Background: an optimization exercise with open tools, aiming at small area. Do not read the settings as production practice. Where RTL was checked, it was by simulation tests only, not by an equivalence proof against the original. No functional check of the RTL was part of runs 5 to 7. Power and IR drop assume default switching activity. No driver is modelled on the clock port, so clocking that relies on it looks cheaper here than on a real chip.

==> flow/config.mk <==
export PLATFORM = sky130hd
export DESIGN_NAME = rv32_core
export DESIGN_NICKNAME = rv32_core
export VERILOG_FILES = /design/flow/design.v
export SDC_FILE = /design/flow/constraint.sdc
export NUM_CORES = 4
export LEC_CHECK = 0
export ABC_AREA = 1
export CAP_MARGIN = 20
export CORE_MARGIN = 2
export CORE_UTILIZATION = 60
export CTS_BUF_LIST = sky130_fd_sc_hd__clkbuf_2 sky130_fd_sc_hd__clkbuf_4 sky130_fd_sc_hd__clkbuf_8
export CTS_CLUSTER_SIZE = 40
export SLEW_MARGIN = 20
==> flow/constraint.sdc <==
create_clock -name core_clock -period 10.0 [get_ports {clk}]
set_input_delay 2.0000 -clock core_clock [delete_from_list [all_inputs] [get_ports {clk}]]
set_output_delay 2.0000 -clock core_clock [all_outputs]
set_load 0.01 [all_outputs]
==> flow/design.v <==
package rv32_pkg;
    typedef enum logic [1:0] {
        class_load    = 2'b00,
        class_alu_imm = 2'b01,
        class_store   = 2'b10,
        class_alu_reg = 2'b11
    } instr_class_t;
endpackage
`timescale 1ns/1ps
module alu (
    input  logic       a,
    input  logic       b,
    input  logic       cin,
    input  logic       inv_b,      
    input  logic [2:0] funct3,
    output logic       sum,
    output logic       cout,
    output logic       result
);
    logic bb;
    assign bb   = b ^ inv_b;
    assign sum  = a ^ bb ^ cin;
    assign cout = (a & bb) | (cin & (a ^ bb));
    always_comb begin
        case (funct3)
            3'b000:  result = sum;
            3'b100:  result = a ^ b;
            3'b110:  result = a | b;
            3'b111:  result = a & b;
            default: result = a;
        endcase
    end
endmodule
`timescale 1ns/1ps
module register_file (
    input  logic       clk,
    input  logic       clr,        
    input  logic       wr_ena,
    input  logic [4:0] wr_addr,
    input  logic       wr_bit,
    input  logic [4:0] rd_addr0,
    input  logic [4:0] rd_addr1,
    output logic       rd_bit0,
    output logic       rd_bit1
);
    logic [32-1:0] regs [1:32-1];
    logic [32-1:0] lsb;
    assign lsb[0] = 1'b0;
    for (genvar k = 1; k < 32; k++) begin : g_reg
        logic we;
        assign we = clr || (wr_ena && wr_addr == 5'(k));
        assign lsb[k] = regs[k][0];
        always_ff @(posedge clk) begin
            regs[k] <= {we ? (wr_bit && !clr) : regs[k][0], regs[k][32-1:1]};
        end
    end
    assign rd_bit0 = lsb[rd_addr0] && !clr;
    assign rd_bit1 = lsb[rd_addr1] && !clr;
endmodule
`timescale 1ns/1ps
module instr_decoder (
    input  logic [31:0] instr,
    input  logic [4:0]  phase,
    output rv32_pkg::instr_class_t instr_class,
    output logic [4:0]  rs1,
    output logic [4:0]  rs2,
    output logic [4:0]  rd,
    output logic        imm_bit,   
    output logic        rd_bit,    
    output logic        inv_b      
);
    logic [2:0] funct3;
    logic       is_reg;
    logic       is_store;
    assign instr_class = rv32_pkg::instr_class_t'(instr[5:4]);
    assign is_reg   = instr[5] & instr[4];
    assign is_store = instr[5] & ~instr[4];
    assign funct3 = instr[14:12];
    assign rs1 = instr[19:15];
    assign rs2 = instr[24:20];
    assign rd  = instr[11:7];
    assign rd_bit = instr[7 + 32'(phase[2:0])];
    always_comb begin
        if (phase >= 5'd11) begin
            imm_bit = instr[31];
        end else if (phase < 5'd5 && is_store) begin
            imm_bit = rd_bit;
        end else begin
            imm_bit = instr[20 + 32'(phase)];
        end
    end
    assign inv_b = instr[4] &&
                   ((funct3 == 3'b000 && is_reg && instr[30]) || funct3[2:1] == 2'b01);
endmodule
`timescale 1ns/1ps
module core_control (
    input  logic        clk,
    input  logic        rst,
    output logic [4:0]  phase,
    output logic        rot,
    output logic        clr,
    output logic        instruction_done,
    output logic [31:0] instructions_completed
);
    always_ff @(posedge clk) begin
        if (rst) begin
            phase <= '0;
            rot   <= 1'b0;
            clr   <= 1'b1;
        end else begin
            phase <= phase + 5'd1;
            if (phase == 5'd31) begin
                rot <= ~rot;
                clr <= 1'b0;
            end
        end
    end
    assign instruction_done = rot && phase == 5'd31;
    always_ff @(posedge clk) begin
        if (rst) begin
            instructions_completed <= '0;
        end else if (instruction_done) begin
            instructions_completed <= instructions_completed + 32'd1;
        end
    end
endmodule
`timescale 1ns/1ps
module rv32_core (
    input  logic             clk,
    input  logic             rst,
    output logic [32-1:0] mem_addr,
    input  logic [32-1:0] mem_rd_data,
    output logic [32-1:0] mem_wr_data,
    output logic             mem_wr_ena,
    output logic [32-1:0] pc,
    output logic             instruction_done,
    output logic [31:0]      instructions_completed
);
    logic [4:0] phase;
    logic       rot;
    logic       clr;
    rv32_pkg::instr_class_t instr_class;
    logic [4:0] rs1;
    logic [4:0] rs2;
    logic [4:0] rd;
    logic       imm_bit;
    logic       rd_bit;
    logic       inv_b;
    logic [2:0] funct3;
    logic       a;
    logic       rs2_bit;
    logic       b;
    logic       cin;
    logic       sum;
    logic       cout;
    logic       alu_res;
    logic       carry;
    logic [29:0] ar;          
    logic [31:0] sdr;         
    logic [4:0]  xr;          
    logic        flag;        
    logic        mem_op;      
    logic        store_op;    
    logic        access;
    logic        is_load;
    logic        is_store;
    logic        is_reg;
    logic        is_shift;
    logic        is_sll;
    logic        is_cmp;
    logic [4:0]  idx;
    logic        tap;
    logic [5:0]  qsum;
    logic        mask;
    logic        wbit;
    logic        wr_ena;
    logic [4:0]  wr_addr;
    core_control u_control (
        .clk                    (clk),
        .rst                    (rst),
        .phase                  (phase),
        .rot                    (rot),
        .clr                    (clr),
        .instruction_done       (instruction_done),
        .instructions_completed (instructions_completed)
    );
    instr_decoder u_decoder (
        .instr       (mem_rd_data),
        .phase       (phase),
        .instr_class (instr_class),
        .rs1         (rs1),
        .rs2         (rs2),
        .rd          (rd),
        .imm_bit     (imm_bit),
        .rd_bit      (rd_bit),
        .inv_b       (inv_b)
    );
    assign funct3   = mem_rd_data[14:12];
    assign is_load  = instr_class == rv32_pkg::class_load;
    assign is_store = instr_class == rv32_pkg::class_store;
    assign is_reg   = instr_class == rv32_pkg::class_alu_reg;
    assign is_shift = funct3[1:0] == 2'b01;
    assign is_sll   = ~funct3[2];
    assign is_cmp   = funct3[2:1] == 2'b01;
    register_file u_regfile (
        .clk      (clk),
        .clr      (clr),
        .wr_ena   (wr_ena),
        .wr_addr  (wr_addr),
        .wr_bit   (wbit),
        .rd_addr0 (rs1),
        .rd_addr1 (rs2),
        .rd_bit0  (a),
        .rd_bit1  (rs2_bit)
    );
    assign b   = is_reg ? rs2_bit : imm_bit;
    assign cin = (phase == 5'd0) ? inv_b : carry;
    alu u_alu (
        .a      (a),
        .b      (b),
        .cin    (cin),
        .inv_b  (inv_b),
        .funct3 (instr_class[0] ? funct3 : 3'b000),
        .sum    (sum),
        .cout   (cout),
        .result (alu_res)
    );
    assign access = rot && phase == 5'd0 && mem_op;
    always_ff @(posedge clk) begin
        carry <= cout;
        ar    <= {sum, ar[29:1]};
        if (access && !store_op) begin
            sdr <= {sdr[31], mem_rd_data[31:1]};
        end else begin
            sdr <= {is_store ? rs2_bit : alu_res, sdr[31:1]};
        end
        if (!rot && phase < 5'd5) begin
            xr <= {is_load ? rd_bit : b, xr[4:1]};
        end
        if (!rot && phase == 5'd31) begin
            if (is_cmp) begin
                flag <= funct3[0] ? ~cout : ((a ^ b) ? a : sum);
            end else begin
                flag <= a;
            end
        end
        if (!access) begin
            mem_op   <= ~mem_rd_data[4];
            store_op <= is_store;
        end
    end
    assign idx  = (instr_class[0] && is_shift) ? (is_sll ? 5'd0 - xr : xr) : 5'd0;
    assign tap  = sdr[idx];
    assign qsum = {1'b0, phase} + {1'b0, xr};
    assign mask = is_sll ? (phase < xr) : qsum[5];
    always_comb begin
        if (mem_op && !store_op) begin
            wbit = (phase == 5'd0) ? mem_rd_data[0] : sdr[0];
        end else if (is_cmp) begin
            wbit = (phase == 5'd0) && flag;
        end else if (is_shift && mask) begin
            wbit = ~is_sll && mem_rd_data[30] && flag;
        end else begin
            wbit = tap;
        end
    end
    assign wr_ena  = rot && !(mem_op && store_op);
    assign wr_addr = access ? xr : rd;
    assign mem_addr    = access ? {ar, 2'b00} : {instructions_completed[29:0], 2'b00};
    assign mem_wr_data = sdr;
    assign mem_wr_ena  = access && store_op;
    assign pc          = {instructions_completed[29:0], 2'b00};
endmodule
==> flow/run.sh <==
#!/bin/bash
# synth_recipe.tcl (not shown) runs the flow's synth.tcl, then flattens the netlist and writes it again
# the make line also repeats each setting of config.mk as NAME=value (left out here)
make -C /OpenROAD-flow-scripts/flow DESIGN_CONFIG=/design/flow/config.mk WORK_HOME=/design/flow/orfs CLKGATE_MAP_FILE= SYNTH_SCRIPT=/design/flow/synth_recipe.tcl finish
==> results of run 1 <==
-- flip-flops by register name, summed over array words and instances (netlist names) --
register	cells
ar	30
u_control.clr	1
carry	1
sdr	32
store_op	1
xr	5
u_regfile.regs	992
u_control.instructions_completed	32
flag	1
mem_op	1
u_control.phase	5
u_control.rot	1
-- worst reg2reg max path: cells and delay by family, from the launching register on --
| kind | cells | cell delay [ns] |
|---|---|---|
| flip-flops | 1 | 0.71 |
| AND/OR/NAND/NOR | 7 | 1.39 |
| AO/OA/AOI/OAI | 1 | 0.14 |
| buffers and inverters | 3 | 1.08 |
| adder cells (fa/ha/maj) | 1 | 0.33 |
-- cells by family (layout without fill, tap and decap cells) --
logic type	after synthesis	count (layout)	share of synthesized area, %
XOR/XNOR	12	12	0.3904
other	1	4	0.01393
multiplexers	5	5	0.2092
flip-flops	1102	1102	82.29
AND/OR/NAND/NOR	518	518	8.608
AO/OA/AOI/OAI	197	197	4.146
adder cells (fa/ha/maj)	16	16	0.7716
buffers and inverters	206	557	3.570
-- per-stage QoR --
step                power (W)  setup slack [ns]
global route         0.008630             4.157
floorplan            0.004748             5.723
detailed placement   0.004856             4.398
CTS                  0.008422             4.342
finish               0.008328             4.407
global placement     0.004853             4.417
-- final cells by class --
class                      instances  area (um2)
sequential                      1102       22150
fill                            2720       12120
multi-input combinational        752        3824
clock buffer                     243        3013
timing repair buffer             163        1622
tap                              592       740.7
inverter                         130       488.0
clock inverter                    21       259.0
-- synth_stat cells, types with 2 or more instances --
master,n
xor2_1,12
o21ai_2,3
nor4_1,7
o21ai_0,113
nor2_4,5
clkinv_1,11
mux2_2,5
nand3b_1,3
buf_6,6
buf_4,36
ha_1,15
nand3_2,2
edfxtp_1,9
nor2_2,6
nor3_2,2
a31oi_1,2
o2111ai_1,2
nor3_1,10
inv_1,107
o221ai_1,11
nor3b_1,2
inv_2,12
nor2_1,110
nand2_4,3
o211ai_1,18
nand4_1,11
dfxtp_1,1093
buf_2,6
a21oi_1,41
nand2_2,6
clkbuf_1,28
nand2_1,227
o21a_1,2
nand3_1,122
-- power by group through the flow --
| stage | registers, W | logic (W) | clock network [W] |
|---|---|---|---|
| after detailed placement | 0.00464 | 0.000218 | 0 |
| after global routing | 0.00455 | 0.000243 | 0.00384 |
| after floorplan | 0.00462 | 0.000128 | 0 |
| final | 0.00454 | 0.000219 | 0.00357 |
| after global placement | 0.00463 | 0.000218 | 0 |
| after CTS | 0.00454 | 0.000219 | 0.00366 |
-- worst paths after layout --
kind,endpoint,slack (ns),depth (start not counted)
setup reg to reg,u_regfile.regs[19][31],6.23,12
hold / removal,u_regfile.regs[16][0],0.30,0
hold reg to reg,u_regfile.regs[16][0],0.30,0
setup / recovery,mem_addr[16],4.41,7
-- metal layers --
layer,vias to the layer above,track usage [%]
met5,-,0
li1,7058,-
met3,88,5.610
met2,418,34.18
met4,0,11.22
met1,6654,29.61
==> flow_metrics.tcl, run 1 <==
set metrics [dict create \
    layout_commonest_cell "dfxtp_1" \
    wirelength_met1_mm 23.28 \
    drt_wl_total_mm 50.23 \
    rsz0062_at_grt "no" \
    final.setup_skew_ns 0.03979 \
    antenna_found_initial 1 \
    synth_edf_count 9 \
    row_count 77 \
    grt_pass1_wl_mm 79.27 \
    hold_path_startpoint "u_regfile.regs[16][1]" \
    drcViolationCount 0 \
    avgSynthCellArea_um2 13.09 \
    via_count 14220 \
    status "timing/DRC/antenna clean" \
    crit_chain "clkinv_1 -> ha_1 -> nand3_2 -> nor3_4 -> buf_4 -> o21ai_0 -> clkdlybuf4s50_1" \
    layout-drive-gt1-share_pct 13.11 \
    n_antenna_cell 0 \
    die_x_um 215.8 \
    cts_resized 0 \
    synthFlopType "dfxtp_1" \
    dp_hpwl_mm 31.04 \
    p_int_w 0.006549 \
    placed_area_um2 28830 \
    cts_setup_buffers 0 \
    startpoint "u_control.phase[0]" \
    holdCritPathClass "flip-flop to flip-flop" \
    timing.slew.headroom_pct 35.58 \
    ys_warn_count 6 \
    yosys.area.top_type "dfxtp_1" \
    grt_pass1_vias 14560 \
    crit_family "buffers and inverters" \
    clock_power_share_pct 42.8 \
    firstDrtPassIters 6 \
    postRouteAntennaNets 0 \
    fin_area_um2 32100 \
    fin_crit_ns 5.593 \
    initial_core_util_pct 60.87 \
    slew_viol_final 0 \
    gp_congestion 0.8474 \
    p_leak_nw 13.17 \
    setup_tns_ns 0 \
    syn2layout_area_growth_pct 19.24 \
    max_stage_delay_ns 0.71 \
    top_layer_used "met4" \
    cp_max_fo 59 \
    power_switching_w 0.001779 \
    worstPathRequired_ns 8.00 \
    synth.area.top_cells "dfxtp_1 (81%), nand2_1 (3.2%), nand3_1 (2.3%)" \
    grt_overflow_total 0 \
    seq_power_share_pct 54.5 \
    yosysTopAreaCellShare_pct 81.29 \
    end_kind "output pin" \
    routedWlPerCell_um 16.73 \
    numPlacedInstances 2739 \
    clock-root-buffer "clkbuf_8" \
    io_buffers 159 \
    fin_cells 3003 \
    critPathSlowestCell "dfxtp_1" \
    combPwrFrac_pct 2.6 \
    r2r-start "u_control.phase[0]" \
    clkLatencyLatePin_ns 0.76 \
    htree_levels 4 \
    cts.clk_slew.worst_paths_ns 0.07 \
    drt_iter0_drc 1036 \
    wl_met3_mm 2.736 \
    finalCritPeriodShare_pct 55.93 \
    p_per_area_nw_per_um2 259.5 \
    peakVddDrop_v 0.0002187 \
    cts.sinks 1102 \
    dieArea_um2 46570 \
    dr_wl_met2_mm 22.71 \
    hold_viol_final 0 \
    tightest_slew_ns 0.9627 \
    cp_num_buf_inv 3 \
    yosysSeqAreaShare_pct 82.29 \
    nets 2351 \
    synth_cell_types 43 \
    final_util_pct 72.58 \
    die_height_um 215.8 \
    cts_tree "built" \
    drv_cap 0 \
    cts.path.max_buffers 3 \
    switching_share_pct 21.36 \
    vias_per_cell 4.735 \
    cp-start-kind "flip-flop" \
    crit_arrival_ns 3.59 \
    synth.cell_area_um2 26920 \
    grtUsageTotal_pct 22.30 \
    ios 164 \
    worstSetupPathType "flip-flop to output pin" \
    numCtsBuffers 152 \
    timing.hold.ws_ns 0.2993 \
    postSynthCellCount 2057 \
    grt_max_degree 60 \
    setup_viol 0 \
    synthArstFlopShare_pct 0 \
    core_area_um2 44220 \
    layout_common_cells "dfxtp_1 (1093), nand2_1 (227), clkbuf_8 (190)" \
    ys_ff_latch 1102 \
    ctsHoldBuffers 0 \
    max_freq_ghz 0.1788 \
]
==> run 2: changes to the inputs <==
==> flow/config.mk (replaced) <==
export PLATFORM = sky130hd
export DESIGN_NAME = rv32_core
export DESIGN_NICKNAME = rv32_core
export VERILOG_FILES = /design/flow/design.v
export SDC_FILE = /design/flow/constraint.sdc
export NUM_CORES = 4
export LEC_CHECK = 0
export CAP_MARGIN = 20
export CORE_MARGIN = 2
export CORE_UTILIZATION = 40
export SLEW_MARGIN = 20
==> run 2 against run 1 <==
Against the previous run:
- worst setup slack worse by 0.54 ns
- hold slack lost 0.0056 ns
- fmax is 8.9% lower
- utilization shrank 24 points
- wire length is 9.3% lower
- final area up 1.3%
- first-iteration DRC count down 28%
- flip-flop and latch count is the same
- highest routed layer is now met5
==> flow_metrics.tcl, run 2 <==
set metrics [dict create \
    status "timing/DRC/antenna clean" \
    finalCritPeriodShare_pct 61.37 \
    gp_congestion 0.8688 \
    syn2layout_area_growth_pct 20.57 \
    ff2ff_setup_slack_ns 5.79 \
    synth_commonest_cells "dfxtp_1 (1093), nand2_1 (220), nor2_1 (53)" \
    layout_commonest_cell "dfxtp_1" \
    nets 2084 \
    core_area_um2 66920 \
    ys_warn_count 6 \
    routedWlPerCell_um 15.26 \
    cts_tree "built" \
    setup_tns_ns 0 \
    layout_common_cells "dfxtp_1 (1093), nand2_1 (220), clkdlybuf4s50_1 (159)" \
    ctsHoldBuffers 0 \
    timing.slew.headroom_pct 35.23 \
    crit_arrival_ns 4.14 \
    clkLatencyLatePin_ns 0.64 \
    grt_pass1_vias 12760 \
    setup_viol 0 \
    cts.clk_slew.worst_paths_ns 0.06 \
    antenna_found_initial 3 \
    synthArstFlopShare_pct 0 \
    firstDrtPassIters 5 \
    postSynthCellCount 1850 \
    grtUsageTotal_pct 13.26 \
    p_per_area_nw_per_um2 261.7 \
    drcViolationCount 0 \
    yosysSeqAreaShare_pct 82.13 \
    synth_cell_types 74 \
    grt_max_degree 51 \
    dp_hpwl_mm 29.54 \
    tightest_slew_ns 0.9715 \
    layout-drive-gt1-share_pct 11.37 \
    slew_viol_final 0 \
    yosys.area.top_type "dfxtp_1" \
    drt_wl_total_mm 45.54 \
    dieArea_um2 69520 \
    grt_overflow_total 0 \
    hold_viol_final 0 \
    cts_resized 0 \
    nFillCells 5680 \
    cp_max_fo 50 \
    placed_area_um2 29200 \
    fin_crit_ns 6.137 \
    clock-root-buffer "clkbuf_16" \
    drv_cap 0 \
    max_freq_ghz 0.1630 \
    synth_edf_count 9 \
    die_height_um 263.7 \
    ys_ff_latch 1102 \
    synth.cell_area_um2 26970 \
    vias_per_cell 4.282 \
    worstSetupPathType "flip-flop to output pin" \
    regMostFlops "u_regfile.regs" \
    via_count 12780 \
    end_kind "output pin" \
    holdCritPathClass "flip-flop to flip-flop" \
    yosysTopAreaCellShare_pct 81.13 \
    cp-start-kind "flip-flop" \
    cts.path.max_buffers 3 \
    io_buffers 159 \
    largest_reg_flops 992 \
    initial_core_util_pct 40.30 \
    cts.sinks 1102 \
    rsz0062_at_grt "no" \
    peakVddDrop_v 0.0001457 \
    numCtsBuffers 97 \
    die_x_um 263.7 \
    drt_iter0_drc 747 \
    synth.most_common_cell "dfxtp_1" \
    row_count 95 \
    p_leak_nw 12.76 \
    ios 164 \
    worstPathRequired_ns 8.00 \
    grt_pass1_wl_mm 71.74 \
    largest_registers "u_regfile.regs (992), sdr (32), u_control.instructions_completed (32)" \
    fin_area_um2 32520 \
    cts_setup_buffers 0 \
    postRouteAntennaNets 0 \
    htree_levels 3 \
    final.setup_skew_ns 0.03837 \
    synth.area.top_cells "dfxtp_1 (81%), nand2_1 (3.1%), mux4_2 (2.1%)" \
    synthFlopType "dfxtp_1" \
    avgSynthCellArea_um2 14.58 \
]
==> run 2: changes by cell type after synthesis, sizes merged, moves of 13 or more <==
| cell | delta |
|---|---|
| o21ai | -35 |
| nand3 | -100 |
| o211ai | -14 |
| mux4 | +25 |
| inv | -102 |
| xor2 | +13 |
| a21oi | -26 |
| nor2 | -67 |
| nor2b | +44 |
| mux2i | +21 |
| nand2 | -16 |
==> run 2: cell type report <==
type | instances | area, um2 | area share, %
multi-input combinational | 652 | 4262 | 13.10
inverter | 17 | 63.81 | 0.1962
antenna | 2 | 5.005 | 0.01539
clock inverter | 34 | 451.7 | 1.389
timing repair buffer | 164 | 1629 | 5.009
tap | 873 | 1092 | 3.359
sequential | 1102 | 22150 | 68.12
clock buffer | 141 | 2865 | 8.811
==> run 2: routing by layer <==
layer / routed length, um / global-route usage [%] / vias up
met4: 1028 / 4.633 / 2
li1: - / - / 6329
met2: 20410 / 20.94 / 311
met3: 2324 / 3.300 / 75
met1: 21770 / 17.76 / 6064
met5: 15 / 0 / -
==> run 2: power breakdown <==
part,leakage (nW),total [W],internal (W),switching (W)
logic,2.24,0.000267,0.000121,0.000146
clock network,1.60,0.00371,0.00216,0.00155
registers,8.92,0.00453,0.00446,0.0000663
==> run 2: worst max-delay path: stages, from the launching register on <==
cell and delay, ns:
dfxtp_1 0.51, inv_1 0.15, ha_1 0.16, nor4b_4 0.45, and3_2 0.93, inv_2 0.53, nand2_1 0.18, nand2_1 0.07
clkdlybuf4s50_1 0.49
==> run 2: path summary, 6_finish.rpt <==
path | depth (start not counted) | endpoint | start
worst max-delay path | 8 | mem_addr[27] | u_control.phase[0]
worst min-delay path | 0 | u_regfile.regs[10][4] | u_regfile.regs[10][5]
worst max register to register | 10 | sdr[11] | u_control.phase[0]
worst min register to register | 0 | u_regfile.regs[10][4] | u_regfile.regs[10][5]
==> run 2: metrics by stage <==
| step | util, % | setup WS, ns | power, W | std cells | hold slack, ns |
|---|---|---|---|---|---|
| final | 48.59 | 3.863 | 0.008511 | 2985 | 0.2937 |
| after global routing | 48.59 | 3.518 | 0.008838 | 2983 | 0.2964 |
| after CTS | 48.59 | 3.746 | 0.008629 | 2983 | 0.2896 |
| after detailed placement | 43.63 | 4.065 | 0.004899 | 2808 | 0.3121 |
| after global placement | 43.63 | 4.080 | 0.004898 | 2808 | 0.3098 |
| after floorplan | - | 5.171 | 0.004764 | 1853 | 0.3096 |
==> run 2: logic make-up after synthesis <==
family | synth area share (%)
mux | 3.298
other cells | 0.01390
flops | 82.13
fa+ha+maj | 0.7701
xor+xnor | 1.072
buf+inv | 2.115
simple gates | 6.982
compound gates | 3.619
==> run 3: changes to the inputs <==
==> flow/flow/run.sh (new file) <==
#!/bin/bash
# Standard ORFS layout with smaller port buffers and a leaner clock tree.
set -euo pipefail
export BUFFER_PORTS_ARGS="-buffer_cell sky130_fd_sc_hd__buf_1"
export CTS_ARGS="-sink_clustering_enable -repair_clock_nets -buf_list {sky130_fd_sc_hd__clkbuf_8 sky130_fd_sc_hd__clkbuf_16} -sink_clustering_size 40 -sink_buffer_max_cap_derate 0.3 -dont_use_dummy_load"
bash standard.sh > flow_make.log 2>&1
==> flow/standard.sh (new file) <==
#!/bin/bash
# synth_recipe.tcl (not shown) runs the flow's synth.tcl, then flattens the netlist and writes it again
# the make line also repeats each setting of config.mk as NAME=value (left out here)
make -C /OpenROAD-flow-scripts/flow DESIGN_CONFIG=/design/flow/config.mk WORK_HOME=/design/flow/orfs CLKGATE_MAP_FILE= SYNTH_SCRIPT=/design/flow/synth_recipe.tcl "${@:-finish}"
--- a/flow/config.mk
+++ b/flow/config.mk
@@ -9,3 +9,3 @@
 export CORE_MARGIN = 2
-export CORE_UTILIZATION = 40
+export CORE_UTILIZATION = 70
 export SLEW_MARGIN = 20
removed: flow/run.sh
==> run 3 against run 2 <==
Against the previous run:
- still clean on timing, DRC and antenna
- register-to-register slack hardly changed
- area after synthesis did not move
- sequential share of layout area is 5.7 points higher
- hold slack worse by 0.021 ns
- non-clock buffer count is the same
- utilization up 31 points
- wire length increased by 16%
- flip-flop and latch count unchanged
- fmax rose by 4.1%
- clock-buffer cell count rose by 9
- via count grew 5.7%
- clock skew up 0.048 ns
==> flow_metrics.tcl, run 3 <==
set metrics [dict create \
    dieArea_um2 40120 \
    clkLatencyLatePin_ns 0.77 \
    layout-drive-gt1-share_pct 11.22 \
    end_kind "output pin" \
    cts.clk_slew.worst_paths_ns 0.07 \
    ctsHoldBuffers 0 \
    io_buffers 159 \
    die_x_um 200.3 \
    endpoint "mem_addr[4]" \
    crit_arrival_ns 3.90 \
    gp_congestion 0.8740 \
    synth_commonest_cells "dfxtp_1 (1093), nand2_1 (220), nor2_1 (53)" \
    cts_setup_buffers 0 \
    synth_compound_area_share_pct 3.618 \
    synthMuxAreaShare_pct 3.298 \
    largest_registers "u_regfile.regs (992), sdr (32), u_control.instructions_completed (32)" \
    drt_iter0_drc 890 \
    ios 164 \
    r2r-start "u_control.phase[0]" \
    nets 2137 \
    grt_max_degree 51 \
    ys_ff_latch 1102 \
    slew_viol_final 0 \
    holdCritPathClass "flip-flop to flip-flop" \
    largest_reg_flops 992 \
    die_height_um 200.3 \
    yosys.area.top_type "dfxtp_1" \
    cp_max_fo 50 \
    tightest_slew_ns 0.9775 \
    initial_core_util_pct 71.27 \
    setup_tns_ns 0 \
    fin_area_um2 30000 \
    drcViolationCount 0 \
    drt_wl_total_mm 52.74 \
    drv_cap 0 \
    ys_warn_count 6 \
    ff2ff_setup_slack_ns 5.80 \
    setup_viol 0 \
    r2r-end "sdr[11]" \
    hold_viol_final 0 \
    core_area_um2 37840 \
    grtUsageTotal_pct 27.08 \
    regMostFlops "u_regfile.regs" \
    yosysTopAreaCellShare_pct 81.13 \
    postRouteAntennaNets 0 \
    postSynthCellCount 1850 \
    synth.most_common_cell "dfxtp_1" \
    vias_per_cell 5.201 \
    grt_overflow_total 0 \
    syn2layout_area_growth_pct 11.23 \
    numCtsBuffers 150 \
    synth_cell_types 74 \
    max_freq_ghz 0.1696 \
    worstPathRequired_ns 8.00 \
    synth.area.top_cells "dfxtp_1 (81%), nand2_1 (3.1%), mux4_2 (2.1%)" \
    startpoint "u_control.phase[0]" \
    yosysSeqAreaShare_pct 82.13 \
    via_count 13510 \
    synth-simple-area-share_pct 6.982 \
    min_delay_path_depth 0 \
    row_count 71 \
    p_leak_nw 11.94 \
    finalCritPeriodShare_pct 58.96 \
    dp_hpwl_mm 31.67 \
    synth.cell_area_um2 26970 \
    cp-start-kind "flip-flop" \
    synth_fa_ha_area_share_pct 0.7701 \
    antenna_found_initial 4 \
    cts.sinks 1102 \
    rsz0062_at_grt "no" \
    routedWlPerCell_um 20.30 \
    reg2reg_depth 10 \
    htree_levels 4 \
    grt_pass1_wl_mm 82.70 \
    synthArstFlopShare_pct 0 \
    final.setup_skew_ns 0.08647 \
    layout_commonest_cell "dfxtp_1" \
    synth_edf_count 9 \
    fin_crit_ns 5.896 \
    synthXorXnorAreaFrac_pct 1.072 \
    firstDrtPassIters 6 \
    p_per_area_nw_per_um2 255.4 \
    peakVddDrop_v 0.0002087 \
    worstSetupPathType "flip-flop to output pin" \
    placed_area_um2 27750 \
    cts_tree "built" \
    cts_resized 0 \
    cts.path.max_buffers 3 \
    layout_common_cells "dfxtp_1 (1093), nand2_1 (220), buf_1 (159)" \
    synth_top_family_by_area "simple AND/OR/NAND/NOR gates" \
    grt_pass1_vias 14290 \
    final_util_pct 79.27 \
    avgSynthCellArea_um2 14.58 \
    synthFlopType "dfxtp_1" \
    timing.slew.headroom_pct 34.83 \
    clock-root-buffer "clkbuf_8" \
    status "timing/DRC/antenna clean" \
]
## run 3: cell counts after synthesis
No cell type changed its count.
## run 3: cell type report
class	count	area (um2)
antenna	2	5.005
clock buffer	150	2245
fill	1866	7844
inverter	17	63.81
multi-input combinational	652	4262
sequential	1102	22150
tap	511	639.4
timing repair buffer	164	634.4
## run 3: power by group
part / switching, W / total (W) / leakage (nW) / internal, W
combinational: 0.000134 / 0.000218 / 1.86 / 0.0000841
clock: 0.00144 / 0.00291 / 1.16 / 0.00147
sequential: 0.0000684 / 0.00453 / 8.92 / 0.00447
## run 3: layer usage
metal / track usage, % / part of all wire [%] / up-vias
met5: 0 / 0.023 / -
met4: 11.51 / 3.3 / 2
met3: 6.671 / 6.1 / 139
met2: 44.62 / 49 / 531
met1: 34.46 / 42 / 6505
li1: - / - / 6336
## run 3: worst min-delay path by stage
stage | from | endpoint | slack (ns)
floorplan | u_regfile.regs[10][1] | u_regfile.regs[10][0] | 0.31
CTS | u_regfile.regs[4][20] | u_regfile.regs[4][19] | 0.27
global placement | u_regfile.regs[29][3] | u_regfile.regs[29][2] | 0.31
detailed placement | u_regfile.regs[21][24] | u_regfile.regs[21][23] | 0.31
global route | u_regfile.regs[4][20] | u_regfile.regs[4][19] | 0.28
finish | u_regfile.regs[4][20] | u_regfile.regs[4][19] | 0.27
## run 3: worst max-delay path: stages, from the launching register on
cell and delay (ns):
dfxtp_1 0.52, inv_1 0.16, ha_1 0.16, nor4b_4 0.43
and3_2 0.93, inv_2 0.54, nand2_1 0.21, nand2_1 0.07
buf_1 0.12
## run 3: stage by stage
step	setup WS, ns	hold slack, ns	power (W)	std cells
after CTS	4.038	0.2727	0.007729	2596
after floorplan	5.171	0.3096	0.004764	1853
after global placement	4.542	0.3103	0.004839	2446
after detailed placement	4.497	0.3121	0.004844	2446
after global routing	3.783	0.2772	0.007919	2596
final	4.104	0.2723	0.007661	2598
## run 3: cells by family (layout without fill, tap and decap cells)
family,Yosys count,after routing
AOI/OAI and AO/OA,138,138
xor gates and xnor gates,33,33
adders and majority gates,16,16
buffers and inverters,99,331
DFF,1102,1102
muxes,56,56
other,1,6
and+or+nand+nor,405,405
==> run 4: changes to the inputs <==
==> flow/flow/run.sh (replaced) <==
#!/bin/bash
# Standard ORFS layout with smaller port buffers and a leaner clock tree.
set -euo pipefail
export BUFFER_PORTS_ARGS="-buffer_cell sky130_fd_sc_hd__buf_1"
export CTS_ARGS="-sink_clustering_enable -repair_clock_nets -buf_list sky130_fd_sc_hd__clkbuf_16 -sink_clustering_size 30 -sink_clustering_max_diameter 80 -sink_buffer_max_cap_derate 0.1 -dont_use_dummy_load"
bash standard.sh > flow_make.log 2>&1
==> run 4 against run 3 <==
Against the previous run:
- still clean on timing, DRC and antenna
- non-clock buffer count stayed put
- flip-flop and latch count unchanged
- global-route usage down 0.64 points
- hold slack better by 0.016 ns
- clock skew shrank 0.026 ns
- fmax is 1.7% higher
- area after synthesis stayed put
- total power down 12%
- via count decreased by 3.2%
- final cell count down 4.1%
- final area down 3.8%
==> flow_metrics.tcl, run 4 <==
set metrics [dict create \
    status "timing/DRC/antenna clean" \
    regMostFlops "u_regfile.regs" \
    synthArstFlopShare_pct 0 \
    drt_iter0_drc 924 \
    initial_core_util_pct 71.27 \
    layout_common_cells "dfxtp_1 (1093), nand2_1 (220), buf_1 (159)" \
    slew_viol_final 0 \
    die_height_um 200.3 \
    cp_num_buf_inv 3 \
    fin_crit_ns 5.795 \
    final.setup_skew_ns 0.06020 \
    core_area_um2 37840 \
    cts_tree "built" \
    finalCritPeriodShare_pct 57.95 \
    numPlacedInstances 2446 \
    clock-root-buffer "clkbuf_16" \
    layout-drive-gt1-share_pct 6.468 \
    crit_family "simple AND/OR/NAND/NOR gates" \
    vias_per_cell 5.251 \
    tightest_slew_ns 0.9711 \
    yosysTopAreaCellShare_pct 81.13 \
    numCtsBuffers 44 \
    setup_viol 0 \
    synth_commonest_cells "dfxtp_1 (1093), nand2_1 (220), nor2_1 (53)" \
    ff2ff_setup_slack_ns 5.73 \
    ys_warn_count 6 \
    synth.most_common_cell "dfxtp_1" \
    drcViolationCount 0 \
    peakVddDrop_v 0.0002133 \
    synth_edf_count 9 \
    dieArea_um2 40120 \
    crit_arrival_ns 3.80 \
    p_per_area_nw_per_um2 234.7 \
    cp_max_fo 50 \
    synthFlopType "dfxtp_1" \
    grt_max_degree 51 \
    yosysSeqAreaShare_pct 82.13 \
    grt_pass1_wl_mm 80.42 \
    clkLatencyLatePin_ns 0.62 \
    drt_wl_total_mm 52.65 \
    r2r-start "u_control.phase[0]" \
    yosys.area.top_type "dfxtp_1" \
    cpMostUsedCell "nand2_1" \
    hold_path_startpoint "u_regfile.regs[21][13]" \
    worst_slack_ns 4.205 \
    largest_reg_flops 992 \
    worstPathRequired_ns 8.00 \
    htree_levels 2 \
    synth.area.top_cells "dfxtp_1 (81%), nand2_1 (3.1%), mux4_2 (2.1%)" \
    grt_overflow_total 0 \
    timing.slew.headroom_pct 35.26 \
    drv_cap 0 \
    antenna_found_initial 3 \
    gp_congestion 0.8740 \
    dp_hpwl_mm 31.67 \
    cts_setup_buffers 0 \
    firstDrtPassIters 5 \
    reg2reg_depth 10 \
    routedWlPerCell_um 21.13 \
    rsz0062_at_grt "no" \
    worstSetupPathType "flip-flop to output pin" \
    postSynthCellCount 1850 \
    cts.path.max_buffers 3 \
    final_util_pct 76.25 \
    hold_end "u_regfile.regs[21][12]" \
    nFillCells 2076 \
    grtUsageTotal_pct 26.44 \
    dpl_worst_slack_ns 4.497 \
    min_delay_path_depth 0 \
    syn2layout_area_growth_pct 6.991 \
    ios 164 \
    avgSynthCellArea_um2 14.58 \
    cts.sinks 1102 \
    r2r-end "u_regfile.regs[3][31]" \
    nets 2031 \
    setup_tns_ns 0 \
    postRouteAntennaNets 0 \
    cts_resized 0 \
    end_kind "output pin" \
    grt_pass1_vias 13430 \
    synth_cell_types 74 \
    p_leak_nw 11.32 \
    layout_commonest_cell "dfxtp_1" \
    max_freq_ghz 0.1726 \
    holdCritPathClass "flip-flop to flip-flop" \
    crit_chain "inv_1 -> ha_1 -> nor4b_4 -> and3_2 -> inv_2 -> nand2_1 -> nand2_1 -> buf_1" \
    fin_cells 2492 \
    cts.clk_slew.worst_paths_ns 0.11 \
    die_x_um 200.3 \
    via_count 13090 \
    io_buffers 159 \
    synth.cell_area_um2 26970 \
    row_count 71 \
    critPathSlowestCell "and3_2" \
    max_stage_delay_ns 0.92 \
    ys_ff_latch 1102 \
    ctsHoldBuffers 0 \
    cp-start-kind "flip-flop" \
    largest_registers "u_regfile.regs (992), sdr (32), u_control.instructions_completed (32)" \
    hold_viol_final 0 \
]
run 4: report_power, final:
part           internal [W]  switching (W)
Combinational     0.0000842       0.000135
Sequential          0.00446      0.0000680
Clock              0.000796        0.00123
run 4: kinds of logic after synthesis:
family	after synthesis	share of synthesized area [%]
AND/OR/NAND/NOR	405	6.982
buffers and inverters	99	2.115
other	1	0.01390
adder cells (fa/ha/maj)	16	0.7701
multiplexers	56	3.298
XOR/XNOR	33	1.072
flip-flops	1102	82.13
AO/OA/AOI/OAI	138	3.619
run 4: final cells by class:
type	instances	area [um2]	share of cell area, %
multi-input combinational	652	4262	14.77
inverter	17	63.81	0.2211
clock buffer	44	1101	3.816
sequential	1102	22150	76.76
tap	511	639.4	2.216
antenna	2	5.005	0.01734
timing repair buffer	164	634.4	2.198
run 4: metrics by stage:
stage / power (W) / hold slack, ns / instance area, um2
after CTS: 0.006791 / 0.2885 / 28850
after global routing: 0.006952 / 0.2996 / 28850
final: 0.006773 / 0.2887 / 28860
after floorplan: 0.004764 / 0.3096 / 26980
after detailed placement: 0.004844 / 0.3121 / 27750
after global placement: 0.004839 / 0.3103 / 27750
run 4: worst max path at each step:
stage | start | cells after the start | slack, ns | end
final | u_control.phase[0] | 8 | 4.20 | mem_addr[8]
after global routing | u_control.phase[0] | 8 | 3.92 | mem_addr[20]
after global placement | mem_rd_data[20] | 13 | 4.54 | sdr[31]
after floorplan | mem_rd_data[20] | 13 | 5.17 | sdr[31]
after detailed placement | mem_rd_data[20] | 13 | 4.50 | sdr[31]
after CTS | u_control.phase[0] | 8 | 4.15 | mem_addr[4]
run 4: layer usage:
metal | global-route usage [%] | routed length (um)
met1 | 34.92 | 22290
met2 | 43.80 | 25060
met3 | 4.182 | 3039
met4 | 11.48 | 2249
met5 | 0 | 13
==> run 5: changes to the inputs <==
--- a/flow/design.v
+++ b/flow/design.v
@@ -10,3 +10,4 @@
 module alu (
-    input  logic       a,
+    input  logic       a,          
+    input  logic       a_pass,     
     input  logic       b,
@@ -26,6 +27,6 @@
             3'b000:  result = sum;
-            3'b100:  result = a ^ b;
-            3'b110:  result = a | b;
-            3'b111:  result = a & b;
-            default: result = a;
+            3'b100:  result = a_pass ^ b;
+            3'b110:  result = a_pass | b;
+            3'b111:  result = a_pass & b;
+            default: result = a_pass;
         endcase
@@ -92,3 +93,4 @@
     assign inv_b = instr[4] &&
-                   ((funct3 == 3'b000 && is_reg && instr[30]) || funct3[2:1] == 2'b01);
+                   ((funct3 == 3'b000 && is_reg && instr[30]) || funct3[2:1] == 2'b01 ||
+                    funct3 == 3'b001);
 endmodule
@@ -150,2 +152,3 @@
     logic       a;
+    logic       a_add;
     logic       rs2_bit;
@@ -156,3 +159,4 @@
     logic       alu_res;
-    logic       carry;
+    logic       lt;
+    logic       carry;        
     logic [29:0] ar;          
@@ -160,3 +164,2 @@
     logic [4:0]  xr;          
-    logic        flag;        
     logic        mem_op;      
@@ -164,2 +167,3 @@
     logic        access;
+    logic        is_alu;
     logic        is_load;
@@ -170,3 +174,2 @@
     logic        is_cmp;
-    logic [4:0]  idx;
     logic        tap;
@@ -198,2 +201,3 @@
     assign funct3   = mem_rd_data[14:12];
+    assign is_alu   = instr_class[0];
     assign is_load  = instr_class == rv32_pkg::class_load;
@@ -201,3 +205,3 @@
     assign is_reg   = instr_class == rv32_pkg::class_alu_reg;
-    assign is_shift = funct3[1:0] == 2'b01;
+    assign is_shift = is_alu && funct3[1:0] == 2'b01;
     assign is_sll   = ~funct3[2];
@@ -217,4 +221,6 @@
     assign cin = (phase == 5'd0) ? inv_b : carry;
+    assign a_add = a && !is_shift;
     alu u_alu (
-        .a      (a),
+        .a      (a_add),
+        .a_pass (a),
         .b      (b),
@@ -222,3 +228,3 @@
         .inv_b  (inv_b),
-        .funct3 (instr_class[0] ? funct3 : 3'b000),
+        .funct3 (is_alu ? funct3 : 3'b000),
         .sum    (sum),
@@ -227,6 +233,6 @@
     );
+    assign lt = funct3[0] ? ~cout : ((a ^ b) ? a : sum);
     assign access = rot && phase == 5'd0 && mem_op;
     always_ff @(posedge clk) begin
-        carry <= cout;
-        ar    <= {sum, ar[29:1]};
+        ar <= {sum, ar[29:1]};
         if (access && !store_op) begin
@@ -237,27 +243,26 @@
         if (!rot && phase < 5'd5) begin
-            xr <= {is_load ? rd_bit : b, xr[4:1]};
-        end
-        if (!rot && phase == 5'd31) begin
-            if (is_cmp) begin
-                flag <= funct3[0] ? ~cout : ((a ^ b) ? a : sum);
+            xr <= {is_shift ? sum : (is_load && rd_bit), xr[4:1]};
+        end
+        if (!rot) begin
+            if (phase == 5'd31) begin
+                carry <= is_cmp ? lt : a;
             end else begin
-                flag <= a;
+                carry <= cout;
             end
         end
-        if (!access) begin
-            mem_op   <= ~mem_rd_data[4];
-            store_op <= is_store;
-        end
-    end
-    assign idx  = (instr_class[0] && is_shift) ? (is_sll ? 5'd0 - xr : xr) : 5'd0;
-    assign tap  = sdr[idx];
+        mem_op   <= ~mem_rd_data[4];
+        store_op <= is_store;
+    end
+    assign tap  = sdr[xr];
     assign qsum = {1'b0, phase} + {1'b0, xr};
-    assign mask = is_sll ? (phase < xr) : qsum[5];
+    assign mask = is_sll ? (~qsum[5] && xr != 5'd0) : qsum[5];
     always_comb begin
-        if (mem_op && !store_op) begin
-            wbit = (phase == 5'd0) ? mem_rd_data[0] : sdr[0];
+        if (access) begin
+            wbit = mem_rd_data[0];
+        end else if (is_load) begin
+            wbit = sdr[0];
         end else if (is_cmp) begin
-            wbit = (phase == 5'd0) && flag;
+            wbit = (phase == 5'd0) && carry;
         end else if (is_shift && mask) begin
-            wbit = ~is_sll && mem_rd_data[30] && flag;
+            wbit = ~is_sll && mem_rd_data[30] && carry;
         end else begin
@@ -266,3 +271,3 @@
     end
-    assign wr_ena  = rot && !(mem_op && store_op);
+    assign wr_ena  = rot && !(access ? store_op : is_store);
     assign wr_addr = access ? xr : rd;
--- a/flow/config.mk
+++ b/flow/config.mk
@@ -9,3 +9,3 @@
 export CORE_MARGIN = 2
-export CORE_UTILIZATION = 70
+export CORE_UTILIZATION = 85
 export SLEW_MARGIN = 20
==> run 5 against run 4 <==
Against the previous run:
- the run now fails in 3_5_place_dp
- area after synthesis fell by 1.8%
- synthesized cell count fell by 2.8%
==> flow_metrics.tcl, run 5 <==
set metrics [dict create \
    synth_edf_count 7 \
    synth_cell_types 62 \
    die_height_um 180.5 \
    initial_core_util_pct 86.37 \
    avgSynthCellArea_um2 14.73 \
    yosysSeqAreaShare_pct 83.48 \
    ios 164 \
    io_buffers 159 \
    postSynthCellCount 1798 \
    die_x_um 180.5 \
    yosysTopAreaCellShare_pct 82.68 \
    tool.error "Error: detail_place.tcl, 38 bad optional access" \
    stop_stage "3_5_place_dp" \
    ys_warn_count 6 \
    status "aborted with a tool error" \
    gp_congestion 0.9029 \
    ys_ff_latch 1101 \
    synthArstFlopShare_pct 0 \
    synthFlopType "dfxtp_1" \
    synth_commonest_cells "dfxtp_1 (1094), nand2_1 (236), nor2_1 (65)" \
    synth.cell_area_um2 26490 \
    row_count 64 \
    yosys.area.top_type "dfxtp_1" \
    synth.area.top_cells "dfxtp_1 (83%), nand2_1 (3.3%), mux4_2 (2.2%)" \
    synth.most_common_cell "dfxtp_1" \
]
==> run 5: per-stage QoR <==
step | total power (W) | std cells | area, um2 | hold WS, ns
after global placement | 0.004771 | 2274 | 27120 | 0.3100
after floorplan | 0.004708 | 1801 | 26500 | 0.3096
==> run 5: how the worst max path moves through the flow <==
stage,end,from,cells past startpoint
2_1_floorplan,sdr[31],mem_rd_data[16],12
3_3_place_gp,sdr[31],mem_rd_data[16],12
==> run 5: kinds of logic after synthesis <==
| family | Yosys count | share of synthesized area, % |
|---|---|---|
| AO/OA/AOI/OAI | 88 | 2.305 |
| flip-flops | 1101 | 83.48 |
| multiplexers | 70 | 3.958 |
| adder cells (fa/ha/maj) | 11 | 0.5479 |
| AND/OR/NAND/NOR | 396 | 6.590 |
| other | 1 | 0.01416 |
| XOR/XNOR | 31 | 1.025 |
| buffers and inverters | 100 | 2.083 |
==> run 5: power groups by stage <==
stage          combinational (W)  clock (W)  sequential (W)
2_1_floorplan           0.000112          0         0.00460
3_3_place_gp            0.000148          0         0.00462
==> run 6: changes to the inputs <==
==> flow/flow/run.sh (replaced) <==
#!/bin/bash
# Standard ORFS layout with smaller port buffers and a leaner clock tree.
set -euo pipefail
export BUFFER_PORTS_ARGS="-buffer_cell sky130_fd_sc_hd__buf_1"
export CTS_ARGS="-sink_clustering_enable -repair_clock_nets -buf_list sky130_fd_sc_hd__clkbuf_16 -sink_clustering_size 25 -sink_clustering_max_diameter 80 -sink_buffer_max_cap_derate 0.1 -dont_use_dummy_load"
bash standard.sh > flow_make.log 2>&1
--- a/flow/config.mk
+++ b/flow/config.mk
@@ -9,3 +9,3 @@
 export CORE_MARGIN = 2
-export CORE_UTILIZATION = 85
+export CORE_UTILIZATION = 70
 export SLEW_MARGIN = 20
==> run 6 against run 5 <==
Against the previous run:
- now fails the layout checks on antenna violations
- area after synthesis unchanged
- synthesized cell count did not move
==> flow_metrics.tcl, run 6 <==
set metrics [dict create \
    drcViolationCount 0 \
    multiInputGateArea_um2 3840 \
    via_count 13070 \
    clock-root-buffer "clkbuf_16" \
    initial_core_util_pct 70.66 \
    nets 1981 \
    final.setup_skew_ns 0.06857 \
    cts_setup_buffers 0 \
    nFillCells 1955 \
    holdCritPathClass "flip-flop to flip-flop" \
    worstSetupPathType "primary input to flip-flop" \
    fin_crit_ns 5.403 \
    layout_common_cells "dfxtp_1 (1094), nand2_1 (236), buf_1 (159)" \
    largest_registers "u_regfile.regs (992), sdr (32), u_control.instructions_completed (32)" \
    grtUsageTotal_pct 28.79 \
    firstDrtPassIters 5 \
    routedWlPerCell_um 22.48 \
    drt_iter0_drc 983 \
    layout_commonest_cell "dfxtp_1" \
    synthArstFlopShare_pct 0 \
    cp_max_fo 8 \
    ios 164 \
    drt_wl_total_mm 55.15 \
    synth.most_common_cell "dfxtp_1" \
    yosysTopAreaCellShare_pct 82.68 \
    synth_edf_count 7 \
    layout-drive-gt1-share_pct 5.171 \
    hold_viol_final 0 \
    rsz0062_at_grt "no" \
    core_area_um2 37490 \
    syn2layout_area_growth_pct 7.973 \
    grt_max_degree 62 \
    cts.clk_slew.worst_paths_ns 0.10 \
    synthFlopType "dfxtp_1" \
    crit_arrival_ns 5.72 \
    setup_viol 0 \
    die_height_um 198.5 \
    largest_reg_flops 992 \
    tightest_slew_ns 1.015 \
    reg2reg_depth 11 \
    finalCritPeriodShare_pct 54.03 \
    cp-start-kind "primary input" \
    ctsHoldBuffers 0 \
    so.violations "antenna violations" \
    dp_hpwl_mm 31.41 \
    gp_congestion 0.8599 \
    cts.path.max_buffers 3 \
    p_per_area_nw_per_um2 240.4 \
    synth_cell_types 62 \
    cts_tree "built" \
    dieArea_um2 39410 \
    timing.slew.headroom_pct 31.94 \
    ys_ff_latch 1101 \
    setup_tns_ns 0 \
    end_kind "flip-flop" \
    postSynthCellCount 1798 \
    regArea_um2 22110 \
    cts.sinks 1101 \
    htree_levels 2 \
    clkLatencyLatePin_ns 0.64 \
    worstPathRequired_ns 10.32 \
    p_leak_nw 11.37 \
    die_x_um 198.5 \
    avgSynthCellArea_um2 14.73 \
    io_buffers 159 \
    drv_cap 0 \
    peakVddDrop_v 0.0002812 \
    timing.hold.ws_ns 0.2937 \
    synth.area.top_cells "dfxtp_1 (83%), nand2_1 (3.3%), mux4_2 (2.2%)" \
    slew_viol_final 0 \
    synth.cell_area_um2 26490 \
    grt_overflow_total 0 \
    row_count 71 \
    status "failed layout checks" \
    yosysSeqAreaShare_pct 83.48 \
    synth_commonest_cells "dfxtp_1 (1094), nand2_1 (236), nor2_1 (65)" \
    numCtsBuffers 51 \
    antenna_found_initial 9 \
    max_freq_ghz 0.1851 \
    regMostFlops "u_regfile.regs" \
    total_power_w 0.006874 \
    ys_warn_count 6 \
    yosys.area.top_type "dfxtp_1" \
    cts_resized 0 \
    grt_pass1_wl_mm 82.39 \
    postRouteAntennaNets 1 \
    vias_per_cell 5.327 \
    grt_pass1_vias 13250 \
    min_delay_path_depth 0 \
]
[run 6: cell counts after synthesis]
Identical to the previous run, type by type.
[run 6: power breakdown]
group          total [W]  internal [W]  switching [W]  leakage [nW]
registers        0.00452       0.00446      0.0000695          8.91
logic           0.000160     0.0000701      0.0000896          1.84
clock network    0.00219      0.000914        0.00128         0.629
total            0.00687       0.00544        0.00143          11.4
[run 6: final timing paths]
check / from / to / slack [ns]
setup / recovery: mem_rd_data[16] / sdr[31] / 4.60
hold / removal: u_regfile.regs[16][20] / u_regfile.regs[16][19] / 0.29
setup reg to reg: u_control.phase[1] / u_regfile.regs[28][31] / 5.82
hold reg to reg: u_regfile.regs[16][20] / u_regfile.regs[16][19] / 0.29
[run 6: cells by family after synthesis]
kind of cell / synth area share [%]
AOI/OAI and AO/OA: 2.305
xor gates and xnor gates: 1.025
adders and majority gates: 0.5479
buffers and inverters: 2.083
DFF: 83.48
muxes: 3.958
other: 0.01416
and+or+nand+nor: 6.590
[run 6: critical path, cell delays in order]
cell and delay, ns:
buf_1 0.52, mux4_2 0.62, mux4_2 0.49, and3_1 0.20, a21oi_2 0.37, nor2_1 0.14, fa_1 0.61, mux2_2 0.30
o21ai_0 0.13, o21ai_0 0.10, a22oi_1 0.15, a21boi_1 0.09
[run 6: routing by layer]
layer	track usage, %	vias to the layer above	routed length (um)
met4	11.77	0	2312
met2	47.42	598	26350
met3	5.917	168	3791
met5	0	-	0
met1	37.66	6294	22700
li1	-	6006	-
[run 6: layout make-up]
type                    instances  area share (%)
inverters                      15          0.1969
well taps                     511           2.236
multi-input cells             600           13.43
flip-flops and latches       1101           77.31
clock buffers                  51           4.462
diodes                          8         0.07000
repair buffers                167           2.297
[run 6: per-stage QoR]
stage,cell area [um2],cells,utilization [%],worst slack [ns]
finish,28600,2453,76.29,4.597
global route,28580,2447,76.25,4.378
CTS,28580,2445,76.24,4.624
detailed placement,27300,2394,72.83,4.122
global placement,27300,2394,72.83,4.151
floorplan,26500,1801,-,4.895
==> run 7: changes to the inputs <==
==> flow/flow/run.sh (replaced) <==
#!/bin/bash
# Standard ORFS layout with smaller port buffers and a leaner clock tree.
set -euo pipefail
export BUFFER_PORTS_ARGS="-buffer_cell sky130_fd_sc_hd__buf_1"
export CTS_ARGS="-sink_clustering_enable -repair_clock_nets -buf_list sky130_fd_sc_hd__clkbuf_16 -sink_clustering_size 30 -sink_clustering_max_diameter 60 -sink_buffer_max_cap_derate 0.1 -dont_use_dummy_load"
bash standard.sh > flow_make.log 2>&1
==> run 7 against run 6 <==
Against the previous run:
- now clean on timing, DRC and antenna
- critical path type unchanged
- worst setup slack improved by 0.043 ns
- synthesized cell count unchanged
- first-iteration DRC count is 9.3% lower
- global-route usage down 0.94 points
- non-clock buffer count unchanged
- critical endpoint unchanged
==> flow_metrics.tcl, run 7 <==
set metrics [dict create \
    status "timing/DRC/antenna clean" \
    die_x_um 198.5 \
    dieArea_um2 39410 \
    synthFlopType "dfxtp_1" \
    rsz0062_at_grt "no" \
    hold_viol_final 0 \
    critPathSlowestCell "mux4_2" \
    finalCritPeriodShare_pct 53.60 \
    timing.slew.headroom_pct 30.96 \
    postSynthCellCount 1798 \
    grt_max_degree 62 \
    yosysSeqAreaShare_pct 83.48 \
    p_leak_nw 11.32 \
    worstPathRequired_ns 10.27 \
    clkLatencyLatePin_ns 0.63 \
    synth_cell_types 62 \
    numPlacedInstances 2394 \
    slew_viol_final 0 \
    drt_wl_total_mm 54.36 \
    cts.sinks 1101 \
    synth.cell_area_um2 26490 \
    via_count 12930 \
    setup_tns_ns 0 \
    synth.most_common_cell "dfxtp_1" \
    routedWlPerCell_um 22.24 \
    cts_tree "built" \
    grtUsageTotal_pct 27.85 \
    peakVddDrop_v 0.0001976 \
    p_per_area_nw_per_um2 237.8 \
    tightest_slew_ns 1.029 \
    nets 1977 \
    clock-root-buffer "clkbuf_16" \
    cts.path.max_buffers 3 \
    fin_cells 2444 \
    worst_slack_ns 4.640 \
    max_freq_ghz 0.1866 \
    end_kind "flip-flop" \
    ys_ff_latch 1101 \
    timing.hold.ws_ns 0.2569 \
    fin_area_um2 28490 \
    largest_registers "u_regfile.regs (992), sdr (32), u_control.instructions_completed (32)" \
    cp-start-kind "primary input" \
    ctsHoldBuffers 0 \
    dp_hpwl_mm 31.41 \
    synth.area.top_cells "dfxtp_1 (83%), nand2_1 (3.3%), mux4_2 (2.2%)" \
    firstDrtPassIters 6 \
    cp_max_fo 8 \
    die_height_um 198.5 \
    postRouteAntennaNets 0 \
    setup_viol 0 \
    gp_congestion 0.8599 \
    regMostFlops "u_regfile.regs" \
    drt_iter0_drc 892 \
    fin_crit_ns 5.360 \
    row_count 71 \
    yosysTopAreaCellShare_pct 82.68 \
    layout-drive-gt1-share_pct 4.974 \
    grt_pass1_vias 13000 \
    layout_common_cells "dfxtp_1 (1094), nand2_1 (236), buf_1 (159)" \
    crit_family "multiplexers" \
    largest_reg_flops 992 \
    grt_pass1_wl_mm 79.98 \
    synth_commonest_cells "dfxtp_1 (1094), nand2_1 (236), nor2_1 (65)" \
    ys_warn_count 6 \
    synth_edf_count 7 \
    avgSynthCellArea_um2 14.73 \
    worstSetupPathType "primary input to flip-flop" \
    max_stage_delay_ns 0.60 \
    cts_resized 0 \
    holdCritPathClass "flip-flop to flip-flop" \
    ios 164 \
    crit_arrival_ns 5.63 \
    cts.clk_slew.worst_paths_ns 0.11 \
    layout_commonest_cell "dfxtp_1" \
    antenna_found_initial 5 \
    yosys.area.top_type "dfxtp_1" \
    drcViolationCount 0 \
    numCtsBuffers 47 \
    placed_area_um2 27300 \
    grt_overflow_total 0 \
    crit_chain "buf_1 -> mux4_2 -> mux4_2 -> and3_1 -> a21oi_2 -> nor2_1 -> fa_1 -> mux2_2 -> o21ai_0 -> o21ai_0 -> a22oi_1 -> a21boi_1" \
    io_buffers 159 \
    initial_core_util_pct 70.66 \
    core_area_um2 37490 \
    dpl_worst_slack_ns 4.122 \
    cp_num_buf_inv 1 \
    htree_levels 2 \
    drv_cap 0 \
    syn2layout_area_growth_pct 7.548 \
    vias_per_cell 5.292 \
    synthArstFlopShare_pct 0 \
    final.setup_skew_ns 0.1006 \
    cts_setup_buffers 0 \
]
==> run 7: changes by cell type in the layout (fill, tap and decap cells not counted), sizes merged <==
cell / before / now
diode: 8 / 3
clkbuf: 51 / 47
==> run 7: layer usage <==
layer	track usage, %	share of wire [%]	up-vias	wire length [um]
met4	11.58	4.4	0	2418
met2	46.90	48	559	26210
met1	35.90	41	6229	22330
li1	-	-	5983	-
met5	0	0	-	0
met3	5.036	6.3	162	3399
==> run 7: cell type report <==
class,instances,area (um2)
sequential,1101,22110
antenna,3,7.507
tap,511,639.4
timing repair buffer,167,656.9
inverter,15,56.30
fill,1977,9001
multi-input combinational,600,3840
clock buffer,47,1176
==> run 7: per-stage QoR <==
stage	total power, W	util (%)
2_1_floorplan	0.004708	-
3_3_place_gp	0.004773	72.83
3_5_place_dp	0.004777	72.83
4_1_cts	0.006800	75.97
5_1_grt	0.006958	75.99
6_report	0.006775	75.99
==> run 7: worst register-to-register path, cell delays in order (launching register included) <==
cell	delay [ns]
dfxtp_1	0.53
inv_1	0.22
ha_1	0.18
nor4b_4	0.44
nand2_1	0.25
buf_4	0.31
nor2_2	0.51
buf_4	0.37
a32oi_1	0.13
buf_4	0.23
a21oi_1	0.40
mux2i_1	0.44
==> run 7: final timing paths <==
kind                                             from  slack (ns)                     end  cells after the start
worst max register to register     u_control.phase[1]        5.93  u_regfile.regs[28][31]                     11
worst min register to register  u_regfile.regs[18][3]        0.26   u_regfile.regs[18][2]                      0
worst min-delay path            u_regfile.regs[18][3]        0.26   u_regfile.regs[18][2]                      0
worst max-delay path                  mem_rd_data[16]        4.64                 sdr[31]                     12
==> run 7: logic make-up after synthesis <==
| kind of cell | after synthesis | synth area share, % |
|---|---|---|
| XOR/XNOR | 31 | 1.025 |
| adder cells (fa/ha/maj) | 11 | 0.5479 |
| buffers and inverters | 100 | 2.083 |
| AO/OA/AOI/OAI | 88 | 2.305 |
| multiplexers | 70 | 3.958 |
| flip-flops | 1101 | 83.48 |
| AND/OR/NAND/NOR | 396 | 6.590 |
| other | 1 | 0.01416 |
==> run 7: report_power, final <==
part / leakage, nW / internal [W] / switching (W)
Clock: 0.579 / 0.000846 / 0.00124
Combinational: 1.84 / 0.0000701 / 0.0000884
Sequential: 8.91 / 0.00446 / 0.0000696
==> run 8: changes to the inputs <==
--- a/flow/design.v
+++ b/flow/design.v
@@ -120,7 +120,12 @@
     assign instruction_done = rot && phase == 5'd31;
-    always_ff @(posedge clk) begin
-        if (rst) begin
-            instructions_completed <= '0;
-        end else if (instruction_done) begin
-            instructions_completed <= instructions_completed + 32'd1;
+    logic [32:0] carry;
+    assign carry[0] = instruction_done;
+    for (genvar i = 0; i < 32; i++) begin : g_count
+        assign carry[i + 1] = carry[i] & instructions_completed[i];
+        always_ff @(posedge clk) begin
+            if (rst) begin
+                instructions_completed[i] <= 1'b0;
+            end else begin
+                instructions_completed[i] <= instructions_completed[i] ^ carry[i];
+            end
         end
--- a/flow/config.mk
+++ b/flow/config.mk
@@ -9,3 +9,3 @@
 export CORE_MARGIN = 2
-export CORE_UTILIZATION = 70
+export CORE_UTILIZATION = 76
 export SLEW_MARGIN = 20
==> run 8 against run 7 <==
Against the previous run:
- critical endpoint is now u_control.instructions_completed[31]
- total power grew 0.26%
- area after synthesis decreased by 1.1%
- sequential share of layout area up 1.1 points
- still clean on timing, DRC and antenna
- die area shrank 8.8%
- first-iteration DRC count rose by 57%
- clock-buffer cell count fell by 2
- utilization up 7.3 points
- non-clock buffer count fell by 3
- combinational power increased by 27%
- fmax decreased by 31%
- clock skew fell by 0.027 ns
==> flow_metrics.tcl, run 8 <==
set metrics [dict create \
    cts.sinks 1101 \
    ys_ff_latch 1101 \
    yosysSeqAreaShare_pct 84.43 \
    initial_core_util_pct 77.71 \
    synth_edf_count 7 \
    synth.most_common_cell "dfxtp_1" \
    synth_compound_area_share_pct 2.475 \
    power_switching_w 0.001443 \
    globalRouteMet3Util_pct 8.854 \
    synth_commonest_cells "dfxtp_1 (1094), nand2_1 (110), nor2_1 (76)" \
    clock_power_share_pct 30.3 \
    use_met2_pct 55.37 \
    hold_viol_final 0 \
    switching_share_pct 21.24 \
    postRouteAntennaNets 0 \
    crit_arrival_ns 8.14 \
    largest_registers "u_regfile.regs (992), sdr (32), u_control.instructions_completed (32)" \
    drcViolationCount 0 \
    peakVddDrop_v 0.0002235 \
    holdCritPathClass "flip-flop to flip-flop" \
    syn2layout_area_growth_pct 7.205 \
    vias_per_cell 5.715 \
    gp_congestion 0.8324 \
    setup_tns_ns 0 \
    largest_reg_flops 992 \
    status "timing/DRC/antenna clean" \
    row_count 67 \
    die_x_um 189.6 \
    p_leak_nw 11.31 \
    nets 1862 \
    max_freq_ghz 0.1297 \
    dp_hpwl_mm 32.13 \
    postSynthCellCount 1647 \
    r2r-end "u_control.instructions_completed[31]" \
    layout_common_cells "dfxtp_1 (1094), buf_1 (159), nand2_1 (110)" \
    firstDrtPassIters 5 \
    p_per_area_nw_per_um2 242.0 \
    synthFlopType "dfxtp_1" \
    core_area_um2 33700 \
    combPwrFrac_pct 3.0 \
    ios 164 \
    layout-drive-gt1-share_pct 5.322 \
    clock-root-buffer "clkbuf_16" \
    regArea_um2 22110 \
    synth_top_family_by_area "multiplexers" \
    critPathSlowestCell "dfxtp_1" \
    synth_fa_ha_area_share_pct 1.987 \
    dieArea_um2 35960 \
    cp_max_fo 11 \
    grt.busiest_layer "met2" \
    synthMuxAreaShare_pct 4.610 \
    cts_setup_buffers 0 \
    hold_end "u_regfile.regs[25][30]" \
    slew_viol_final 0 \
    numCtsBuffers 45 \
    timing.slew.headroom_pct 31.16 \
    synth-simple-area-share_pct 4.324 \
    die_height_um 189.6 \
    yosys.area.top_type "dfxtp_1" \
    layout_commonest_cell "dfxtp_1" \
    use_met1_pct 38.91 \
    antenna_found_initial 10 \
    regMostFlops "u_regfile.regs" \
    min_delay_path_depth 0 \
    io_buffers 159 \
    cpMostUsedCell "ha_1" \
    cp-start-kind "flip-flop" \
    setup_viol 0 \
    cts_resized 0 \
    drt_iter0_drc 1398 \
    drv_cap 0 \
    grt_max_degree 40 \
    reg2reg_depth 38 \
    final.setup_skew_ns 0.07407 \
    fin_crit_ns 7.713 \
    seq_power_share_pct 66.8 \
    worstPathRequired_ns 10.43 \
    finalCritPeriodShare_pct 77.13 \
    htree_levels 2 \
    synthXorXnorAreaFrac_pct 0.1672 \
    ctsHoldBuffers 0 \
    p_int_w 0.005351 \
    cts_tree "built" \
    r2r-start "u_control.phase[1]" \
    grt_pass1_vias 13330 \
    routedWlPerCell_um 25.87 \
    hold_path_startpoint "u_regfile.regs[25][31]" \
    avgSynthCellArea_um2 15.90 \
    synth.cell_area_um2 26190 \
    cts.clk_slew.worst_paths_ns 0.11 \
    synth_cell_types 62 \
    tightest_slew_ns 1.031 \
    worstSetupPathType "flip-flop to flip-flop" \
    clkLatencyLatePin_ns 0.59 \
    grt_pass1_wl_mm 85.83 \
    total_power_w 0.006793 \
    nFillCells 1373 \
    rsz0062_at_grt "no" \
    synthArstFlopShare_pct 0 \
    ff2ff_setup_slack_ns 2.29 \
    max_stage_delay_ns 0.53 \
    end_kind "flip-flop" \
    synth.area.top_cells "dfxtp_1 (84%), mux4_2 (2.0%), ha_1 (1.9%)" \
    cts.path.max_buffers 3 \
    grtUsageTotal_pct 32.80 \
    drt_wl_total_mm 57.91 \
    multiInputGateArea_um2 3573 \
    via_count 12790 \
    yosysTopAreaCellShare_pct 83.63 \
    ys_warn_count 6 \
    grt_overflow_total 0 \
]
==> run 8: metal layers <==
metal	vias to the layer above	part of all wire (%)
li1	5564	-
met3	292	9.1
met1	6132	36
met5	-	0.045
met4	4	6.6
met2	798	48
==> run 8: worst max-delay path by stage <==
| stage | start | endpoint | slack (ns) | cells after the start |
|---|---|---|---|---|
| finish | u_control.phase[1] | u_control.instructions_completed[31] | 2.29 | 38 |
| global route | u_control.phase[1] | u_control.instructions_completed[31] | 1.88 | 38 |
| CTS | u_control.phase[1] | u_control.instructions_completed[31] | 2.35 | 38 |
| detailed placement | u_control.phase[0] | u_control.instructions_completed[31] | 2.60 | 38 |
| global placement | u_control.phase[1] | u_control.instructions_completed[31] | 2.72 | 38 |
| floorplan | u_control.phase[1] | u_control.instructions_completed[30] | 3.29 | 37 |
==> run 8: stage by stage <==
step	instance area (um2)	setup slack [ns]	utilization (%)	std cells	hold WS, ns
floorplan	26200	3.289	-	1650	0.3096
global placement	26930	2.721	79.91	2188	0.3102
detailed placement	26930	2.600	79.91	2188	0.3121
CTS	28060	2.350	83.26	2233	0.3045
global route	28070	1.883	83.28	2234	0.3117
finish	28080	2.287	83.31	2238	0.3106
==> run 8: final cells by class <==
| class | instances | share of cell area, % |
|---|---|---|
| Antenna cell | 5 | 0.04457 |
| Clock buffer | 45 | 4.011 |
| Inverter | 15 | 0.2050 |
| Multi-Input combinational cell | 460 | 12.73 |
| Sequential cell | 1101 | 78.76 |
| Tap cell | 448 | 1.997 |
| Timing Repair Buffer | 164 | 2.259 |
==> run 8: kinds of logic (layout without fill, tap and decap cells) <==
kind of cell / after synthesis / in the layout
AND/OR/NAND/NOR: 252 / 252
buffers and inverters: 89 / 224
flip-flops: 1101 / 1101
other: 1 / 9
XOR/XNOR: 5 / 5
AO/OA/AOI/OAI: 82 / 82
adder cells (fa/ha/maj): 41 / 41
multiplexers: 76 / 76
==> run 8: power by group through the flow <==
stage | clock [W] | combinational [W] | sequential, W
final | 0.00206 | 0.000201 | 0.00454
after global routing | 0.00219 | 0.000207 | 0.00454
after CTS | 0.00206 | 0.000192 | 0.00453
after detailed placement | 0 | 0.000182 | 0.00463
after global placement | 0 | 0.000172 | 0.00462
after floorplan | 0 | 0.000130 | 0.00460
==> run 8: critical path: cells and delay by family, from the launching register on <==
family / cells / cell delay (ns)
adder cells (fa/ha/maj): 33 / 6.35
flip-flops: 1 / 0.53
AND/OR/NAND/NOR: 3 / 0.37
XOR/XNOR: 1 / 0.15
buffers and inverters: 1 / 0.14

separate check: timing with driven ports:
No port has a modelled driver above. Below, the same layouts with a new extraction and two added sets of constraints.
Step 1 sets driving cells, clkbuf_16 on the clock port and buf_2 on the other inputs (assumed; they add their load-dependent delay and slew).
Step 2 adds t to the input delays and takes it off the output delays; t is the mean of the earliest and latest rising clock arrival at the registers after step 1. Input paths then give back, and output paths get back, about the clock's delay inside the block.
a / b / c = ideal ports / drivers / drivers and shift; a / b = the first two.
run | t (ns) | setup WS [ns] | pins driven straight from the clock port
run 1 | 0.800 | 4.407 / 4.352 / 4.374 | 1
run 2 | 0.680 | 3.863 / 3.806 / 4.109 | 1
run 3 | 0.783 | 4.104 / 4.050 / 4.470 | 1
run 4 | 0.651 | 4.205 / 4.146 / 4.430 | 1
run 6 | 0.662 | 4.597 / 4.629 / 3.967 | 1
run 7 | 0.635 | 4.640 / 4.632 / 3.996 | 1
run 8 | 0.606 | 2.287 / 2.287 / 2.287 | 1
For run 7, which loses most, drivers alone change the setup slack by -0.008 ns; drivers and shift together by -0.644 ns.
